What follows belongs to an exercise in optimizing a design on an open flow for small area and a short achievable clock period; a production flow would make more cautious choices. In this exercise RTL edits were held to simulation tests only and were not proved equivalent to the original. Power figures rest on the tool's default switching activity, not on a simulated workload.

--- design/flow/config.mk ---
export PLATFORM = sky130hd
export DESIGN_NAME = psum_drain_top
export DESIGN_NICKNAME = psum_drain_top
export VERILOG_FILES = /design/flow/design.v
export SDC_FILE = /design/flow/constraint.sdc
export NUM_CORES = 4
export LEC_CHECK = 0
export CAP_MARGIN = 20
export CORE_MARGIN = 2
export CORE_UTILIZATION = 40
export SLEW_MARGIN = 20
--- design/flow/constraint.sdc ---
create_clock -name core_clock -period 7.5 [get_ports {iCLK}]
set_input_delay 1.5000 -clock core_clock [delete_from_list [all_inputs] [get_ports {iCLK}]]
set_output_delay 1.5000 -clock core_clock [all_outputs]
set_load 0.01 [all_outputs]
--- design/flow/design.v ---
package pe_array_pkg;
    localparam int NCOL   = 4;
    localparam int BW     = 16;
    localparam int ACC_BW = 24;
    localparam int OUT_BW = 8;
    typedef enum logic [1:0] {
        ST_IDLE  = 2'd0,
        ST_RUN   = 2'd1,
        ST_DRAIN = 2'd2,
        ST_DONE  = 2'd3
    } state_t;
    localparam logic signed [ACC_BW:0] SAT_HI = (ACC_BW+1)'(2**(OUT_BW-1) - 1);
    localparam logic signed [ACC_BW:0] SAT_LO = (ACC_BW+1)'(-(2**(OUT_BW-1)));
endpackage
module sync_fifo #(
    parameter int WIDTH = 32,
    parameter int DEPTH = 4
) (
    input  logic                         iCLK,
    input  logic                         iRSTn,
    input  logic                         wr_en,
    input  logic [WIDTH-1:0]             wr_data,
    input  logic                         rd_en,
    output logic [WIDTH-1:0]             rd_data,
    output logic                         full,
    output logic                         empty,
    output logic [$clog2(DEPTH+1)-1:0]   count
);
    localparam int AW = $clog2(DEPTH);
    localparam int CW = $clog2(DEPTH+1);
    logic [WIDTH-1:0] mem [DEPTH];
    logic [AW-1:0]    wr_ptr, rd_ptr;
    logic             wr_ok, rd_ok;
    assign empty   = (count == '0);
    assign full    = (count == CW'(DEPTH));
    assign wr_ok   = wr_en && (!full || rd_en);
    assign rd_ok   = rd_en && !empty;
    assign rd_data = empty ? '0 : mem[rd_ptr];
    function automatic logic [AW-1:0] ptr_inc(input logic [AW-1:0] p);
        ptr_inc = (p == AW'(DEPTH-1)) ? '0 : p + AW'(1);
    endfunction
    always_ff @(posedge iCLK or negedge iRSTn) begin
        if (!iRSTn) begin
            wr_ptr <= '0;
            rd_ptr <= '0;
            count  <= '0;
        end else begin
            if (wr_ok) wr_ptr <= ptr_inc(wr_ptr);
            if (rd_ok) rd_ptr <= ptr_inc(rd_ptr);
            case ({wr_ok, rd_ok})
                2'b10:   count <= count + CW'(1);
                2'b01:   count <= count - CW'(1);
                default: count <= count;
            endcase
        end
    end
    always_ff @(posedge iCLK) begin
        if (wr_ok) mem[wr_ptr] <= wr_data;
    end
endmodule
import pe_array_pkg::*;
module psum_drain
#(
    parameter int MAX_ROWS = 16,
    parameter int OFIFO_D  = 4,
    parameter int SHIFT    = 0,
    parameter int RELU     = 0
) (
    input  logic                        iCLK,
    input  logic                        iRSTn,
    input  logic                        iStart,
    input  logic [$clog2(MAX_ROWS):0]   iNumRows,
    input  logic [7:0]                  iNumPass,
    input  logic                        iPsumVld,
    input  logic [NCOL*BW-1:0]          iPsum,
    output logic [NCOL*OUT_BW-1:0]      oData,
    output logic                        oValid,
    input  logic                        iReady,
    output logic                        oBusy,
    output logic                        oDone,
    output logic                        oOvf
);
    localparam int RA = $clog2(MAX_ROWS);
    localparam int RW = RA + 1;
    logic [1:0]                  state, state_nxt;
    logic [RW-1:0]               num_rows_q, num_rows_in, row_cnt;
    logic [7:0]                  num_pass_q, num_pass_in, pass_cnt;
    logic [NCOL-1:0]             vld_sr;
    logic                        row_vld, take, last_row, last_pass;
    logic                        push, pop, drop, ovf_q;
    logic                        fifo_full, fifo_empty;
    logic [$clog2(OFIFO_D+1)-1:0] fifo_count;
    logic [BW-1:0]               col_al [NCOL];
    logic signed [ACC_BW-1:0]    acc_mem [MAX_ROWS][NCOL];
    logic signed [ACC_BW-1:0]    sum [NCOL];
    logic [NCOL*OUT_BW-1:0]      push_data;
    logic [RA-1:0]               row_idx;
    for (genvar c = 0; c < NCOL; c++) begin : g_col
        localparam int D = NCOL - c;
        logic [BW-1:0] sr [D];
        always_ff @(posedge iCLK or negedge iRSTn) begin
            if (!iRSTn) begin
                for (int i = 0; i < D; i++) sr[i] <= '0;
            end else begin
                sr[0] <= iPsum[c*BW +: BW];
                for (int i = 1; i < D; i++) sr[i] <= sr[i-1];
            end
        end
        assign col_al[c] = sr[D-1];
    end
    always_ff @(posedge iCLK or negedge iRSTn) begin
        if (!iRSTn) vld_sr <= '0;
        else        vld_sr <= {vld_sr[NCOL-2:0], iPsumVld};
    end
    assign row_vld   = vld_sr[NCOL-1];
    assign row_idx   = row_cnt[RA-1:0];
    assign last_row  = (row_cnt == num_rows_q - RW'(1));
    assign last_pass = (pass_cnt == num_pass_q - 8'd1);
    always_comb begin
        num_rows_in = iNumRows;
        if (iNumRows == '0)                num_rows_in = RW'(1);
        else if (iNumRows > RW'(MAX_ROWS)) num_rows_in = RW'(MAX_ROWS);
        num_pass_in = (iNumPass == 8'd0) ? 8'd1 : iNumPass;
    end
    logic signed [ACC_BW:0]      rq_v [NCOL];
    always_comb begin
        push_data = '0;
        for (int c = 0; c < NCOL; c++) begin
            sum[c] = {{(ACC_BW-BW){col_al[c][BW-1]}}, col_al[c]};
            if (pass_cnt != 8'd0)
                sum[c] = sum[c] + acc_mem[row_idx][c];
            rq_v[c] = {sum[c][ACC_BW-1], sum[c]};
            if (SHIFT > 0)
                rq_v[c] = rq_v[c] + ((ACC_BW+1)'(1) << (SHIFT - 1));
            rq_v[c] = rq_v[c] >>> SHIFT;
            if (RELU != 0 && rq_v[c][ACC_BW])
                rq_v[c] = '0;
            if (rq_v[c] > SAT_HI)
                push_data[c*OUT_BW +: OUT_BW] = SAT_HI[OUT_BW-1:0];
            else if (rq_v[c] < SAT_LO)
                push_data[c*OUT_BW +: OUT_BW] = SAT_LO[OUT_BW-1:0];
            else
                push_data[c*OUT_BW +: OUT_BW] = rq_v[c][OUT_BW-1:0];
        end
    end
    always_ff @(posedge iCLK) begin
        if (take)
            for (int c = 0; c < NCOL; c++) acc_mem[row_idx][c] <= sum[c];
    end
    always_ff @(posedge iCLK or negedge iRSTn) begin
        if (!iRSTn) state <= ST_IDLE;
        else        state <= state_nxt;
    end
    always_comb begin
        state_nxt = state;
        case (state)
            ST_IDLE:  if (iStart) state_nxt = ST_RUN;
            ST_RUN:   if (row_vld && last_row && last_pass) state_nxt = ST_DRAIN;
            ST_DRAIN: if (fifo_count == '0) state_nxt = ST_DONE;
            ST_DONE:  state_nxt = ST_IDLE;
            default:  state_nxt = ST_IDLE;
        endcase
    end
    always_comb begin
        oBusy = 1'b0;
        oDone = 1'b0;
        take  = 1'b0;
        case (state)
            ST_RUN:   begin oBusy = 1'b1; take = row_vld; end
            ST_DRAIN: oBusy = 1'b1;
            ST_DONE:  oDone = 1'b1;
            default:  ;
        endcase
    end
    always_ff @(posedge iCLK or negedge iRSTn) begin
        if (!iRSTn) begin
            num_rows_q <= '0;
            num_pass_q <= '0;
            row_cnt    <= '0;
            pass_cnt   <= '0;
            ovf_q      <= 1'b0;
        end else begin
            if (state == ST_IDLE && iStart) begin
                num_rows_q <= num_rows_in;
                num_pass_q <= num_pass_in;
                row_cnt    <= '0;
                pass_cnt   <= '0;
                ovf_q      <= 1'b0;
            end else if (take) begin
                if (last_row) begin
                    row_cnt  <= '0;
                    pass_cnt <= pass_cnt + 8'd1;
                end else begin
                    row_cnt  <= row_cnt + RW'(1);
                end
            end
            if (drop) ovf_q <= 1'b1;
        end
    end
    assign push   = take && last_pass;
    assign pop    = oValid && iReady;
    assign drop   = push && fifo_full && !pop;
    assign oValid = !fifo_empty;
    assign oOvf   = ovf_q;
    sync_fifo #(
        .WIDTH (NCOL*OUT_BW),
        .DEPTH (OFIFO_D)
    ) u_ofifo (
        .iCLK    (iCLK),
        .iRSTn   (iRSTn),
        .wr_en   (push),
        .wr_data (push_data),
        .rd_en   (pop),
        .rd_data (oData),
        .full    (fifo_full),
        .empty   (fifo_empty),
        .count   (fifo_count)
    );
endmodule
module psum_drain_top (
    input  logic        iCLK,
    input  logic        iRSTn,
    input  logic        iStart,
    input  logic [4:0]  iNumRows,
    input  logic [7:0]  iNumPass,
    input  logic        iPsumVld,
    input  logic [63:0] iPsum,
    output logic [31:0] oData,
    output logic        oValid,
    input  logic        iReady,
    output logic        oBusy,
    output logic        oDone,
    output logic        oOvf
);
    psum_drain #(
        .MAX_ROWS (16),
        .OFIFO_D  (8),
        .SHIFT    (2),
        .RELU     (1)
    ) u_drain (
        .iCLK     (iCLK),
        .iRSTn    (iRSTn),
        .iStart   (iStart),
        .iNumRows (iNumRows),
        .iNumPass (iNumPass),
        .iPsumVld (iPsumVld),
        .iPsum    (iPsum),
        .oData    (oData),
        .oValid   (oValid),
        .iReady   (iReady),
        .oBusy    (oBusy),
        .oDone    (oDone),
        .oOvf     (oOvf)
    );
endmodule
--- design/flow/run.sh ---
#!/bin/bash
# synth_recipe.tcl (not shown) runs the flow's synth.tcl, then flattens the netlist and writes it again
# the make line also repeats each setting of config.mk as NAME=value (left out here)
make -C /OpenROAD-flow-scripts/flow DESIGN_CONFIG=/design/flow/config.mk WORK_HOME=/design/flow/orfs CLKGATE_MAP_FILE= SYNTH_SCRIPT=/design/flow/synth_recipe.tcl finish
==> run summary <==
==> layer usage <==
metal | vias up | track usage [%] | wire length [um] | share of wire [%]
met4 | 0 | 4.928 | 4042 | 1.9
met1 | 24990 | 28.86 | 95070 | 45
met5 | - | 0 | 0 | 0
li1 | 21640 | - | - | -
met2 | 1623 | 32.54 | 100800 | 47
met3 | 244 | 2.650 | 13190 | 6.2
==> registers in the layout (all words and copies together) (netlist names), 4 cells and up <==
register,count
u_drain.acc_mem,1536
u_drain.g_col.sr,160
u_drain.num_pass_q,8
u_drain.num_rows_q,5
u_drain.pass_cnt,8
u_drain.row_cnt,5
u_drain.u_ofifo.count,4
u_drain.u_ofifo.mem,256
u_drain.vld_sr,4
==> worst max-delay path, delay by kind of cell (launching register included) <==
| kind | cells | cell delay (ns) |
|---|---|---|
| compound gates | 8 | 2.47 |
| simple gates | 6 | 1.61 |
| buf+inv | 6 | 1.29 |
| fa+ha+maj | 2 | 0.68 |
| flops | 1 | 0.52 |
| xor+xnor | 1 | 0.14 |
==> cell usage in the layout, fill, tap and decap left out, types with 46 or more instances in the layout <==
| master | n |
|---|---|
| a22o_1 | 59 |
| mux2i_1 | 345 |
| ha_1 | 113 |
| buf_4 | 160 |
| clkbuf_1 | 46 |
| mux4_2 | 66 |
| a22oi_1 | 278 |
| a21oi_1 | 316 |
| dfrtp_1 | 199 |
| clkdlybuf4s50_1 | 116 |
| a221o_1 | 49 |
| clkbuf_16 | 205 |
| a21o_1 | 48 |
| edfxtp_1 | 1792 |
| xor2_1 | 47 |
| xnor2_1 | 56 |
| nand3_1 | 239 |
| o22ai_1 | 96 |
| clkinv_1 | 49 |
| nand2_1 | 251 |
| nor3_1 | 60 |
| inv_1 | 75 |
| o21ai_0 | 184 |
| nor2_1 | 240 |
==> synthesized netlist by cell type, types with 7 or more instances <==
cell type / instances / area share, %
a22oi_1: 278 / 2.6
or4_1: 7 / 0.064
nor2_1: 260 / 1.2
o41ai_1: 7 / 0.075
a22o_1: 59 / 0.63
nor4_1: 19 / 0.15
ha_1: 113 / 1.7
o211ai_1: 19 / 0.17
clkbuf_1: 209 / 0.96
nor2b_1: 7 / 0.054
nand4_1: 32 / 0.25
a211o_1: 11 / 0.12
o21a_1: 17 / 0.16
a221o_1: 49 / 0.60
nor3_1: 65 / 0.40
xor2_1: 47 / 0.50
mux2_2: 8 / 0.11
buf_1: 51 / 0.23
xnor2_1: 56 / 0.60
o31ai_1: 19 / 0.17
nand3_1: 239 / 1.5
a221oi_1: 7 / 0.075
mux2i_1: 345 / 4.2
a21o_1: 48 / 0.44
a31oi_1: 22 / 0.17
a211oi_1: 32 / 0.29
or3_1: 20 / 0.15
nand3b_1: 13 / 0.12
o21bai_1: 15 / 0.14
mux4_2: 66 / 1.8
and3_1: 33 / 0.25
nand2_1: 254 / 1.2
and2_1: 26 / 0.20
a2111oi_0: 17 / 0.18
or2_2: 22 / 0.17
dfrtp_1: 203 / 6.2
o22ai_1: 96 / 0.74
nand2b_1: 26 / 0.20
nor3b_1: 12 / 0.11
a21oi_1: 325 / 2.0
o21ai_0: 185 / 1.1
edfxtp_1: 1792 / 66
inv_1: 75 / 0.35
==> where the power goes <==
part,switching (mW),leakage (nW),internal [mW]
registers,0.314,18.5,14.7
logic,9.38,9.94,4.98
clock network,4.19,3.12,5.49
==> area by class of cell <==
type	instances	area, um2
Tap cell	2672	3343
Multi-Input combinational cell	3023	21750
Inverter	75	281.5
Sequential cell	1995	58900
Fill cell	17490	108700
Antenna cell	2	5.005
Timing Repair Buffer	304	2918
Clock buffer	265	5489
Clock inverter	107	907.1
==> repair_timing <==
action / 4_1_cts / 5_1_grt
resized for setup: 2 / 13
setup buffers: 0 / 7
pin swaps: 0 / 1
endpoints found under the setup margin: 16 / 216
==> worst paths after layout <==
kind                                                      startpoint                                    to  depth (start not counted)
worst min register to register  u_drain.g_col[1].sr[0][13]$_DFF_PN0_  u_drain.g_col[1].sr[1][13]$_DFF_PN0_                          0
min in group asynchronous                                      iRSTn   u_drain.g_col[3].sr[0][0]$_DFF_PN0_                          1
worst max-delay path                  u_drain.row_cnt[3]$_DFFE_PN0P_  u_drain.u_ofifo.mem[6][26]$_DFFE_PP_                         23
worst max register to register        u_drain.row_cnt[3]$_DFFE_PN0P_  u_drain.u_ofifo.mem[6][26]$_DFFE_PP_                         23
max in group asynchronous                                      iRSTn  u_drain.g_col[1].sr[2][14]$_DFF_PN0_                          2
worst min-delay path            u_drain.g_col[1].sr[0][13]$_DFF_PN0_  u_drain.g_col[1].sr[1][13]$_DFF_PN0_                          0
==> metrics by stage <==
stage | cells | instance area [um2] | util (%)
floorplan | 5367 | 81690 | -
global placement | 8060 | 87050 | 43.03
detailed placement | 8060 | 87050 | 43.03
CTS | 8432 | 93450 | 46.19
global route | 8443 | 93600 | 46.26
finish | 8443 | 93600 | 46.26
==> logic make-up (layout without fill, tap and decap cells) <==
kind of cell	count (synthesis)	count (layout)
AND/OR/NAND/NOR	1070	1070
adder cells (fa/ha/maj)	118	118
other	1	34
multiplexers	419	419
buffers and inverters	349	751
flip-flops	1995	1995
AO/OA/AOI/OAI	1281	1281
XOR/XNOR	103	103
==> impl_metrics.csv <==
group,metric,value,unit
clock_network,hold_buffers,0,
logic_synthesis,synth_edf_count,1792,
timing,worstMarginPinSlew,1.136,ns
logic_synthesis,synth_top_family_by_area,"compound AO/OA/AOI/OAI gates",
floorplanning,dieArea,207500,um2
placed_design,gp_congestion,0.8796,
logic_synthesis,synthMuxAreaShare,6.167,%
critical_path,regToRegSetupSlack,0.40,ns
logic_synthesis,synth-seq-cells,1995,
critical_path,cpMostUsedCell,"buf_4",
detailed_routing,drc,0,
logic_synthesis,yosys_warnings,9,
placed_design,port_buffers,117,
timing,holdWs,0.3353,ns
critical_path,critical_path_class,"reg2reg",
global_routing,grt_pass1_vias,47580,
critical_path,critPathSlowestCell,"a2111oi_1",
critical_path,crit_arrival,7.59,ns
floorplanning,die_h,455.5,um
timing,finalHoldViolCount,0,
job,cap_violations,0,
global_routing,grt_max_degree,101,
pwr,power_leakage,31.59,nW
critical_path,cp-end-kind,"register",
logic_synthesis,synth_compound_gate_area_share,10.56,%
detailed_routing,wire_per_inst,25.24,um
logic_synthesis,synth.distinct_cells,101,
floorplanning,core_area,202300,um2
global_routing,antenna_found_initial,9,
global_routing,overflow,0,
logic_synthesis,seq_area_frac_synth,72.21,%
timing,slew_headroom,24.07,%
critical_path,crit_fanout,31,
logic_synthesis,synthCells,5336,
critical_path,max_stage_delay,0.58,ns
clock_network,cts_tree,"yes",
detailed_routing,wl,213.1,mm
clock_network,cts-root-buf,"clkbuf_16",
detailed_routing,drt-vias-per-instance,5.744,
timing,slew_viol_final,0,
cells_and_area,layout-drive-gt1-share,11.30,%
logic_synthesis,syn_avg_cell_area,15.28,um2
timing,setup_viol,0,
timing,fin_tns_setup,0,ns
timing,max_freq,0.1409,GHz
global_routing,grt_pass1_wl,315.6,mm
logic_synthesis,synthAdderAreaFrac,1.856,%
critical_path,cp-start-kind,"register",
placed_design,hpwl,120.2,mm
logic_synthesis,yosys.area_share.simple,6.401,%
clock_network,htree_levels,4,
pwr,finalPower,39.02,mW
clock_network,clk_latency,0.85,ns
detailed_routing,vias,48500,
logic_synthesis,synthArstFlopShare,10.18,%
logic_synthesis,synthesis.area,81560,um2
floorplanning,rows,165,
critical_path,critical_path.cell_chain,"buf_4, inv_1, nor3_2, buf_12, buf_4, a221o_1, o21ai_0, nand3_1, ha_1, inv_1, fa_1, and2b_1, o211ai_1, a2111oi_1, buf_4, nor2_1, xor2_1, o21ai_0, o2111a_1, nand4_1, or4_1, a21oi_4, a21oi_1",
floorplanning,die_x,455.5,um
detailed_routing,drt_iter0_drc,4863,
critical_path,worstPathRequired,7.99,ns
timing,rsz0062_at_grt,"true",
timing,skew,0.04409,ns
global_routing,grt.total_usage,20.12,%
outcome,status,"complete, no violations",
timing,fin_ws,0.4045,ns
cells_and_area,syn_to_final_growth,14.76,%
detailed_routing,drt_first_pass_iters,6,
clock_network,clk_pin_slew,0.06,ns
pwr,power_density,416.9,nW/um2
clock_network,clock_path_buffers,3,
logic_synthesis,synth-xor-area-share,1.106,%
clock_network,cts_buffers,201,
floorplanning,initial_core_util,40.31,%
pwr,vdd_drop_max,261.2,uV
min_path,hold_class,"reg2reg",
timing,final.min_clock_period,7.095,ns
detailed_routing,antenna_left,0,
placed_design,pre_cts_ws,0.07959,ns
logic_synthesis,synth_flop_cell,"edfxtp_1",
floorplanning,num_io_pins,118,
cells_and_area,final_nets,5800,
clock_network,clkSinkCount,1995,
timing,period_share,94.61,%

port drivers added, routing unchanged:
In the flow no input, the clock included, has a driving cell. The finished layout below was timed again as built, in two steps.
Step 1 assumes that a clkbuf_16 drives the clock port and a buf_2 every other input.
Step 2 times the ports against the registers' clock, not the clock port: input delays grow and output delays shrink by t, the midpoint of the rising clock arrivals with the driver on.
Slacks: no drivers / after step 1 / after step 2; pairs: no drivers / after step 1.
shift t [ns]: 0.927
slack for setup (ns): 0.405 / 0.405 / 0.405
clock arrival spread, ns: 0.045 / 0.045
worst data-port slew with drivers (ns): 0.08
After both steps this run still meets setup and hold. For this run, drivers alone change the setup slack by 0.000 ns; drivers and shift together by 0.000 ns.
